From an optimization exercise on the open Yosys and OpenROAD flow, aimed at small area, a short achievable clock period and few clock cycles per item; shortcuts taken in it are not production practice. At most, simulation tests tie the RTL to the original design; equivalence was not proved. Power figures rest on the tool's default switching activity, not on a simulated workload.

Setup of lane 1:
==> flow/design.v (excerpt) <==
module audio_to_direct_recording_bits (
  input  logic        clk_i,
  input  logic        rst_ni,
  input  logic        psel,
  input  logic        penable,
  input  logic        pwrite,
  input  logic [3:0]  paddr,
  input  logic [31:0] pwdata,
  output logic [31:0] prdata,
  output logic        pready,
  input  logic        in_valid_i,
  output logic        in_ready_o,
  input  logic [7:0]  sample_value_i,
  input  logic        is_last_i,
  output logic        out_valid_o,
  input  logic        out_ready_i,
  output logic [7:0]  packed_byte_o,
  output logic [3:0]  valid_bits_o,
  output logic        final_byte_o,
  output logic [23:0] total_bytes_o,
  output logic        run_clipped_o
);
Settings: LEC_CHECK=0, CAP_MARGIN=20, CORE_MARGIN=2, CORE_UTILIZATION=45, SETUP_SLACK_MARGIN=5, SLEW_MARGIN=20; clock period 9.0 ns.
run.sh (not shown) runs the stock make flow with config.mk's settings and CLKGATE_MAP_FILE= SYNTH_SCRIPT=/design/flow/synth_recipe.tcl, a recipe that flattens the netlist after the stock synthesis.
What lane 2 does differently from lane 1 at the input level:
--- a/flow/design.v
+++ b/flow/design.v
@@ -265,18 +265,14 @@
           tsb_zero_q <= pwdata[15:0] == 16'd0;
         end
         default: ;
       endcase
     end
   end
-  logic [1:0] rsel_q;
-  always_ff @(posedge clk_i) begin
-    rsel_q <= paddr[3:2];
-  end
   always_comb begin
-    case (rsel_q)
+    case (paddr[3:2])
       atdrb_pkg::REG_THRESHOLD: prdata = {24'd0, threshold_q};
       atdrb_pkg::REG_MODE:      prdata = {31'd0, mode_q};
       atdrb_pkg::REG_PERIOD:    prdata = {8'd0, period_q};
       atdrb_pkg::REG_TSB:       prdata = {16'd0, tsb_eff[15:1], tsb_eff[0] && !tsb_zero_q};
       default:                  prdata = '0;
     endcase
## What came out
Synthesized cell count: lane 2 vs lane 1 — no meaningful difference
The clock period minus final worst setup slack reported for lane 2 is greater than that of lane 1 by 540 ps.
Changes observed in lane 2 relative to lane 1: total length of routed met2 wires went up 7.9%; core utilization up 0.90 points; part of the total power dissipated in combinational logic fell by 5.2 points.
For lane 2, the highest metal layer with signal wires was met4, unlike lane 1, where it was met5.
Relative to lane 1, total power decreased by 15% in lane 2.
From lane 1 to lane 2 the numbers moved as follows: buffer and inverter count on the worst path picked up an extra 1; area share of fa/ha/maj cells after synthesis neither gained nor lost much; count of non-filler cells in the finished layout neither gained nor lost much.
As far as area of the die is concerned, lane 2 and lane 1 perform about the same.
Lane 2 vs lane 1 on count of TritonRoute iterations in the first routing pass: lane 2 is the lower one.
Relative to lane 1, the final cell area reported for lane 2 is higher.
Of lane 2 and lane 1, the higher via density per instance belongs to lane 1.
Origin of the worst setup path: paddr[2] -> lane 2, rsel_q[1] -> lane 1
Function was not checked in any run of this note: the RTL went through the layout flow alone.

Setup of AL:
Another version of the RTL of audio_to_direct_recording_bits (not shown whole).
Size: ~240 flip-flops, about 130 I/O pins.
==> module atdrb_packer, before the edit <==
module atdrb_packer (
  input  logic        clk_i,
  input  logic        rst_ni,
  input  logic        cmd_valid_i,
  input  logic        cmd_level_i,
  input  logic [8:0]  cmd_bits_i,
  input  logic        cmd_clip_i,
  input  logic        cmd_last_i,
  output logic        full_o,
  output logic        out_valid_o,
  input  logic        out_ready_i,
  output logic [7:0]  packed_byte_o,
  output logic [3:0]  valid_bits_o,
  output logic        final_byte_o,
  output logic [23:0] total_bytes_o,
  output logic        run_clipped_o
);
  logic        pv_q;
  logic        pl_q;
  logic [8:0]  pleft_q;
  logic        plast_q;
  logic        pclip_q;
  logic        kv_q;
  logic        kl_q;
  logic [8:0]  kbits_q;
  logic        klast_q;
  logic        kclip_q;
  logic [6:0]  acc_q;
  logic [2:0]  held_q;
  logic        ov_q;
  logic [7:0]  obyte_q;
  logic [3:0]  ovb_q;
  logic        ofinal_q;
  logic [23:0] ototal_q;
  logic        oclip_q;
  logic [3:0]  lo;
  logic [5:0]  hi;
  logic        c8;
  logic        hi_z;
  logic        full;
  logic        rem_lt8;
  logic        rem_z;
  logic [5:0]  rem_hi;
  logic        need_emit;
  logic        out_free;
  logic        emit;
  logic        pdone;
  logic        p_free;
  logic [6:0]  acc_d;
  logic [2:0]  held_d;
  logic [8:0]  pleft_d;
  logic [3:0]  lim;
  logic [7:0]  mask;
  logic [7:0]  e_byte;
  assign lo        = {1'b0, held_q} + {1'b0, pleft_q[2:0]};
  assign hi        = pleft_q[8:3];
  assign c8        = lo[3];
  assign hi_z      = hi == '0;
  assign full      = !hi_z || c8;
  assign rem_lt8   = c8 ? hi_z : hi == 6'd1;
  assign rem_z     = rem_lt8 && lo[2:0] == '0;
  assign rem_hi    = c8 ? hi : hi - 6'd1;
  assign need_emit = full || plast_q;
  assign out_free  = !ov_q || out_ready_i;
  assign emit      = pv_q && need_emit && out_free;
  assign lim       = full ? 4'd8 : lo;
  assign mask      = (8'hFF >> held_q) & ~(8'hFF >> lim);
  assign e_byte    = ({acc_q, 1'b0} & ~(8'hFF >> held_q)) | (pl_q ? mask : 8'h00);
  always_comb begin
    acc_d   = acc_q;
    held_d  = held_q;
    pleft_d = pleft_q;
    pdone   = 1'b0;
    if (pv_q) begin
      if (!need_emit) begin
        acc_d  = e_byte[7:1];
        held_d = lo[2:0];
        pdone  = 1'b1;
      end else if (out_free) begin
        if (!full) begin
          held_d = '0;
          pdone  = 1'b1;
        end else begin
          acc_d   = {7{pl_q}};   
          held_d  = lo[2:0];
          pleft_d = {rem_hi, 3'b000};
          pdone   = rem_lt8 && (!plast_q || rem_z);
        end
      end
    end
  end
  assign p_free = !pv_q || pdone;
  assign full_o = kv_q;
  always_ff @(posedge clk_i or negedge rst_ni) begin
    if (!rst_ni) begin
      pv_q     <= 1'b0;
      kv_q     <= 1'b0;
      held_q   <= '0;
      ov_q     <= 1'b0;
      ofinal_q <= 1'b1;
    end else begin
      held_q <= held_d;
      if (p_free) begin
        pv_q <= kv_q || cmd_valid_i;
        kv_q <= 1'b0;
      end else if (cmd_valid_i) begin
        kv_q <= 1'b1;
      end
      if (emit) begin
        ov_q     <= 1'b1;
        ofinal_q <= plast_q && (!full || rem_z);
      end else if (out_ready_i) begin
        ov_q <= 1'b0;
      end
    end
  end
  always_ff @(posedge clk_i) begin
    acc_q <= acc_d;
    if (p_free) begin
      pl_q    <= kv_q ? kl_q    : cmd_level_i;
      pleft_q <= kv_q ? kbits_q : cmd_bits_i;
      plast_q <= kv_q ? klast_q : cmd_last_i;
      pclip_q <= kv_q ? kclip_q : cmd_clip_i;
    end else begin
      pleft_q <= pleft_d;
    end
    if (!p_free && cmd_valid_i) begin
      kl_q    <= cmd_level_i;
      kbits_q <= cmd_bits_i;
      klast_q <= cmd_last_i;
      kclip_q <= cmd_clip_i;
    end
    if (emit) begin
      obyte_q  <= e_byte;
      ovb_q    <= lim;
      ototal_q <= ofinal_q ? 24'd1 : ototal_q + 24'd1;
      oclip_q  <= pclip_q;
    end
  end
  assign out_valid_o   = ov_q;
  assign packed_byte_o = obyte_q;
  assign valid_bits_o  = ovb_q;
  assign final_byte_o  = ofinal_q;
  assign total_bytes_o = ototal_q;
  assign run_clipped_o = oclip_q;
endmodule
Settings: LEC_CHECK=0, CAP_MARGIN=20, CORE_MARGIN=2, CORE_UTILIZATION=60, CTS_CLUSTER_DIAMETER=70, CTS_CLUSTER_SIZE=36, SETUP_SLACK_MARGIN=4.6, SLEW_MARGIN=20; clock period 9.0 ns.
standard.sh (not shown) runs the stock make flow with config.mk's settings and CLKGATE_MAP_FILE= SYNTH_SCRIPT=/design/flow/synth_recipe.tcl, a recipe that flattens the netlist after the stock synthesis.
==> flow/flow/run.sh <==
#!/bin/bash
# The standard layout, with plain buffers (not delay buffers) on the ports.
set -euo pipefail
export BUFFER_PORTS_ARGS="-buffer_cell sky130_fd_sc_hd__buf_2"
bash standard.sh > standard.log 2>&1
Both conditions hold for AL: the flow ran to the end and the final layout passed the timing, design-rule and antenna checks.
Testbench counts of AL, summed over its fixed seeds: cycles 20,164, samples 19,200.
> inputs changed (AL -> TR)
-- flow/design.v --
<<< AL, line 151
  assign lim       = full ? 4'd8 : lo;
  assign mask      = (8'hFF >> held_q) & ~(8'hFF >> lim);
  assign e_byte    = ({acc_q, 1'b0} & ~(8'hFF >> held_q)) | (pl_q ? mask : 8'h00);
  always_comb begin
    acc_d   = acc_q;
>>> TR, line 151
  assign lim       = full ? 4'd8 : lo;
  assign mask      = (8'hFF >> held_q) & ~(8'hFF >> lim);
  assign e_byte    = ({1'b0, acc_q} << (4'd8 - {1'b0, held_q})) | (pl_q ? mask : 8'h00);
  always_comb begin
    acc_d   = acc_q;
<<< AL, line 159
    if (pv_q) begin
      if (!need_emit) begin
        acc_d  = e_byte[7:1];
        held_d = lo[2:0];
        pdone  = 1'b1;
>>> TR, line 159
    if (pv_q) begin
      if (!need_emit) begin
        acc_d  = (acc_q << pleft_q[2:0]) | (pl_q ? ~(7'h7F << pleft_q[2:0]) : 7'h00);
        held_d = lo[2:0];
        pdone  = 1'b1;
<<< AL, line 167
          pdone  = 1'b1;
        end else begin
          acc_d   = {7{pl_q}};   
          held_d  = lo[2:0];
          pleft_d = {rem_hi, 3'b000};
>>> TR, line 167
          pdone  = 1'b1;
        end else begin
          acc_d   = {7{pl_q}};
          held_d  = lo[2:0];
          pleft_d = {rem_hi, 3'b000};
Both conditions hold for TR: the flow ran to the end and the final layout passed the timing, design-rule and antenna checks. On fraction of layout instances using a drive strength above 1, the higher figure sits with AL, not TR. On TR: multi-input combinational area share is 1.5 points higher than what AL gave. Post-placement setup slack in TR vs AL: down 92 ps. TR vs AL, net switching power of the design went up by 61 µW. The starting density of the core of TR is lower than that of AL. Diff AL -> TR | first-pass GRT wire length | increase of 6.6%. In the flow results for AL and TR, the sum of internal, switching and leakage power is larger on TR. Delta (TR minus AL): part of the total power dissipated in combinational logic grew by 1.3 points; maximum frequency grew by about 1%; finished layout cell area grew by about 1.8%; total number of nets in the final design grew by 3.7%.
Testbench counts of TR, summed over its fixed seeds: cycles 20,164, samples 19,200.

Another version of the RTL of audio_to_direct_recording_bits (not shown whole).
Size in the first run: roughly 240 flip-flops, about 130 I/O pins, ~15000 um^2 of cells after synthesis.
Settings: LEC_CHECK=0, CAP_MARGIN=20, CORE_MARGIN=2, CORE_UTILIZATION=45, SETUP_SLACK_MARGIN=5, SLEW_MARGIN=20; clock period 9.0 ns.
run.sh (not shown) runs the stock make flow with config.mk's settings and CLKGATE_MAP_FILE= SYNTH_SCRIPT=/design/flow/synth_recipe.tcl, a recipe that flattens the netlist after the stock synthesis.
Stock flow here: none of the scripts above is used.
Testbench counts at the start, summed over its fixed seeds: cycles 20,556, samples 19,200.
Rerun with:
--- a/flow/design.v
+++ b/flow/design.v
@@ -264,24 +264,28 @@
         atdrb_pkg::REG_THRESHOLD: threshold_q <= pwdata[7:0];
         atdrb_pkg::REG_MODE:      mode_q      <= pwdata[0];
         atdrb_pkg::REG_PERIOD:    period_q    <= pwdata[23:0];
         atdrb_pkg::REG_TSB: begin
           tsb_eff    <= {pwdata[15:1], pwdata[0] || pwdata[15:0] == 16'd0};
           tsb_zero_q <= pwdata[15:0] == 16'd0;
         end
         default: ;
       endcase
     end
   end
+  logic [1:0] rsel_q;
+  always_ff @(posedge clk_i) begin
+    rsel_q <= paddr[3:2];
+  end
   always_comb begin
-    case (paddr[3:2])
+    case (rsel_q)
       atdrb_pkg::REG_THRESHOLD: prdata = {24'd0, threshold_q};
       atdrb_pkg::REG_MODE:      prdata = {31'd0, mode_q};
       atdrb_pkg::REG_PERIOD:    prdata = {8'd0, period_q};
       atdrb_pkg::REG_TSB:       prdata = {16'd0, tsb_eff[15:1], tsb_eff[0] && !tsb_zero_q};
       default:                  prdata = '0;
     endcase
   end
   logic        dirty_q;
   logic        restore_q;
   logic        post_q;
   logic        rc_q;
What happened: Area after synthesis climbs by about 1.7%; utilization decreases by 1.3 points; wire length increases by about 1.7%; sequential share of layout area came out higher by 0.23 points; total power rose by 1.4%; synthesized cell count rises by 3.2%; hold slack improved by 0.034 ns; global-route usage came out higher by 0.14 points; setup slack improved by 0.61 ns; combinational power goes up by about 4%.
Only the layout flow was run in the second run of this note; the RTL was not checked for function there.

audio_to_direct_recording_bits, a different RTL version from the one above (not shown whole).
For scale: about 16000 um^2 of cells after synthesis.
Settings: LEC_CHECK=0, CAP_MARGIN=20, CORE_MARGIN=2, CORE_UTILIZATION=45, CTS_CLUSTER_DIAMETER=80, CTS_CLUSTER_SIZE=40, SETUP_SLACK_MARGIN=4.6, SLEW_MARGIN=20; clock period 9.0 ns.
Testbench counts at the start, summed over its fixed seeds: cycles 20,164, samples 19,200.
==> next run, changes <==
--- a/flow/design.v
+++ b/flow/design.v
@@ -46,26 +46,21 @@
       busy_q <= 1'b0;
     end else if (start_i) begin
       busy_q <= 1'b1;
     end else if (busy_q && cnt_q == 4'd15) begin
       busy_q <= 1'b0;
     end
   end
   always_ff @(posedge clk_i) begin
     if (start_i) begin
-      if (period_i[23:16] == 8'd0) begin
-        cnt_q <= 4'd8;
-        quo_q <= {period_i[15:8], 8'd0};
-      end else begin
-        cnt_q <= 4'd0;
-        quo_q <= period_i[23:8];
-      end
+      cnt_q <= '0;
       rem_q <= '0;
+      quo_q <= period_i[23:8];
       low_q <= period_i[7:0];
     end else if (busy_q || dbl_i) begin
       cnt_q <= cnt_q + 4'd1;
       rem_q <= ge ? diff[15:0] : rem_sh[15:0];
       if ((dbl_i || cnt_q == 4'd15) && sat) begin
         quo_q <= 16'd505;
       end else begin
         quo_q <= {quo_q[14:0], ge};
       end
@@ -292,19 +287,19 @@
   logic        rc_q;
   logic [4:0]  rc_cnt_q;
   logic        rc_end;
   logic        div_start;
   logic        div_busy;
   logic        div_done;
   logic [8:0]  step_a;
   logic [23:0] step_b;
   assign rc_end    = rc_q && rc_cnt_q == 5'd23;
-  assign div_start = (dirty_q && !div_busy && !rc_init && !rc_q) || rc_end;
+  assign div_start = (dirty_q && !div_busy && !post_q && !rc_q) || rc_end;
   atdrb_div u_div (
     .clk_i     (clk_i),
     .rst_ni    (rst_ni),
     .start_i   (div_start),
     .dbl_i     (rc_q),
     .period_i  (period_q),
     .divisor_i (tsb_eff),
     .busy_o    (div_busy),
     .done_o    (div_done),
@@ -325,24 +320,22 @@
   assign wrap      = !g_q[24];
   assign g_new     = {1'b0, step_b} - {2'b0, tsb_eff, 7'd0};
   assign g_add     = g_q + {1'b0, step_b} - (wrap ? {1'b0, tsb_eff, 8'd0} : 25'd0);
   assign q_sum     = {1'b0, q_q} + {1'b0, step_a} + {9'd0, wrap};
   assign q_step    = (q_sum >= {1'b0, Q_SAT}) ? Q_SAT : q_sum[8:0];
   logic        s_v_q;
   logic        s_lvl_q;
   logic        s_last_q;
   logic        busy;
-  logic        rc_init;
   logic        pk_full;
   logic        s_go;
   logic        take;
-  assign rc_init    = post_q && !restore_q && open_q;
-  assign busy       = dirty_q || div_busy || rc_init || rc_q;
+  assign busy       = dirty_q || div_busy || post_q || rc_q;
   assign s_go       = s_v_q && !busy && !defer_q &&
                       (!pk_full || (mode_q && (!open_q || s_lvl_q == lvl_q)));
   assign in_ready_o = !s_v_q || s_go;
   assign take       = in_valid_i && in_ready_o;
   always_ff @(posedge clk_i or negedge rst_ni) begin
     if (!rst_ni) begin
       s_v_q <= 1'b0;
     end else begin
       s_v_q <= take || (s_v_q && !s_go);
@@ -365,21 +358,23 @@
     lvl_d     = lvl_q;
     ext_d     = ext_q;
     g_d       = g_q;
     q_d       = q_q;
     defer_d   = defer_q;
     cmd_valid = 1'b0;
     cmd_level = lvl_q;
     cmd_q     = q_step;
     cmd_last  = 1'b1;
-    if (rc_init) begin
-      g_d = g_new;
-      q_d = '0;
+    if (post_q) begin
+      if (!restore_q && open_q) begin
+        g_d = g_new;
+        q_d = '0;
+      end
     end else if (rc_q) begin
       if (ext_q[0]) begin
         g_d = g_add;
         q_d = q_step;
       end
       ext_d = {ext_q[0], ext_q[23:1]};
     end else if (defer_q) begin
       if (!pk_full) begin
         cmd_valid = 1'b1;
@@ -427,19 +422,19 @@
       dirty_q   <= 1'b1;
       restore_q <= 1'b0;
       post_q    <= 1'b0;
       rc_q      <= 1'b0;
       open_q    <= 1'b0;
       defer_q   <= 1'b0;
     end else begin
       dirty_q   <= (cfg_wr && paddr[3]) || (dirty_q && !(div_start && !rc_q));
       post_q <= div_done;
-      if (rc_init) begin
+      if (post_q && !restore_q && open_q) begin
         rc_q <= 1'b1;
       end else if (rc_end) begin
         rc_q <= 1'b0;
       end
       if (rc_end) begin
         restore_q <= 1'b1;
       end else if (post_q) begin
         restore_q <= 1'b0;
       end
Power decreases by a little under a tenth.
Clock power shrinks by a few percent.
Flip-flop and latch count stays the same.
Wire length came out lower by a few percent.
Count of clock-buffer cells in the layout stays the same.
Worst setup slack improves by 0.12 ns.
Die area went down slightly.
Final area shrinks slightly.
Via count shrinks by a few percent.
Synthesized area goes down slightly.
Cell count came out lower slightly.
Hold slack improves by 0.0033 ns.
Utilization goes up by 0.76 points.
Testbench counts after the change, summed over its fixed seeds: cycles 20,556, samples 19,200.

==> static timing again, ports no longer ideal <==
In the flow no input, the clock included, has a driving cell. The finished layouts below were timed again as built, in two steps.
Step 1 sets driving cells, clkbuf_16 on the clock port and buf_2 on the other inputs (assumed; they add their load-dependent delay and slew).
Step 2 also shifts input and output timing later by t, the mid clock arrival at the registers, as if the neighbouring blocks saw the same clock.
a / b / c = ideal / step 1 / step 2; a / b = the first two.
run | shift t [ns] | slack for setup (ns) | slew at the worst register clock pin (ns)
lane 1 | 0.581 | 5.031 / 4.981 / 5.030 | 0.06 / 0.06
lane 2 | 0.609 | 4.488 / 4.441 / 4.441 | 0.07 / 0.07
AL | 0.554 | 4.590 / 4.463 / 4.463 | 0.11 / 0.11
TR | 0.557 | 4.637 / 4.547 / 4.547 | 0.10 / 0.10
the first run of note 3 | 0.594 | 4.496 / 4.457 / 4.457 | 0.06 / 0.06
the second run of note 3 | 0.593 | 5.104 / 5.055 / 4.627 | 0.06 / 0.06
the first run of note 4 | 0.553 | 4.426 / 4.377 / 4.377 | 0.11 / 0.11
the second run of note 4 | 0.557 | 4.544 / 4.488 / 4.488 | 0.10 / 0.10
After both steps every run listed still meets setup and hold. For the second run of note 3, which loses most, drivers alone change the setup slack by -0.049 ns; drivers and shift together by -0.477 ns.
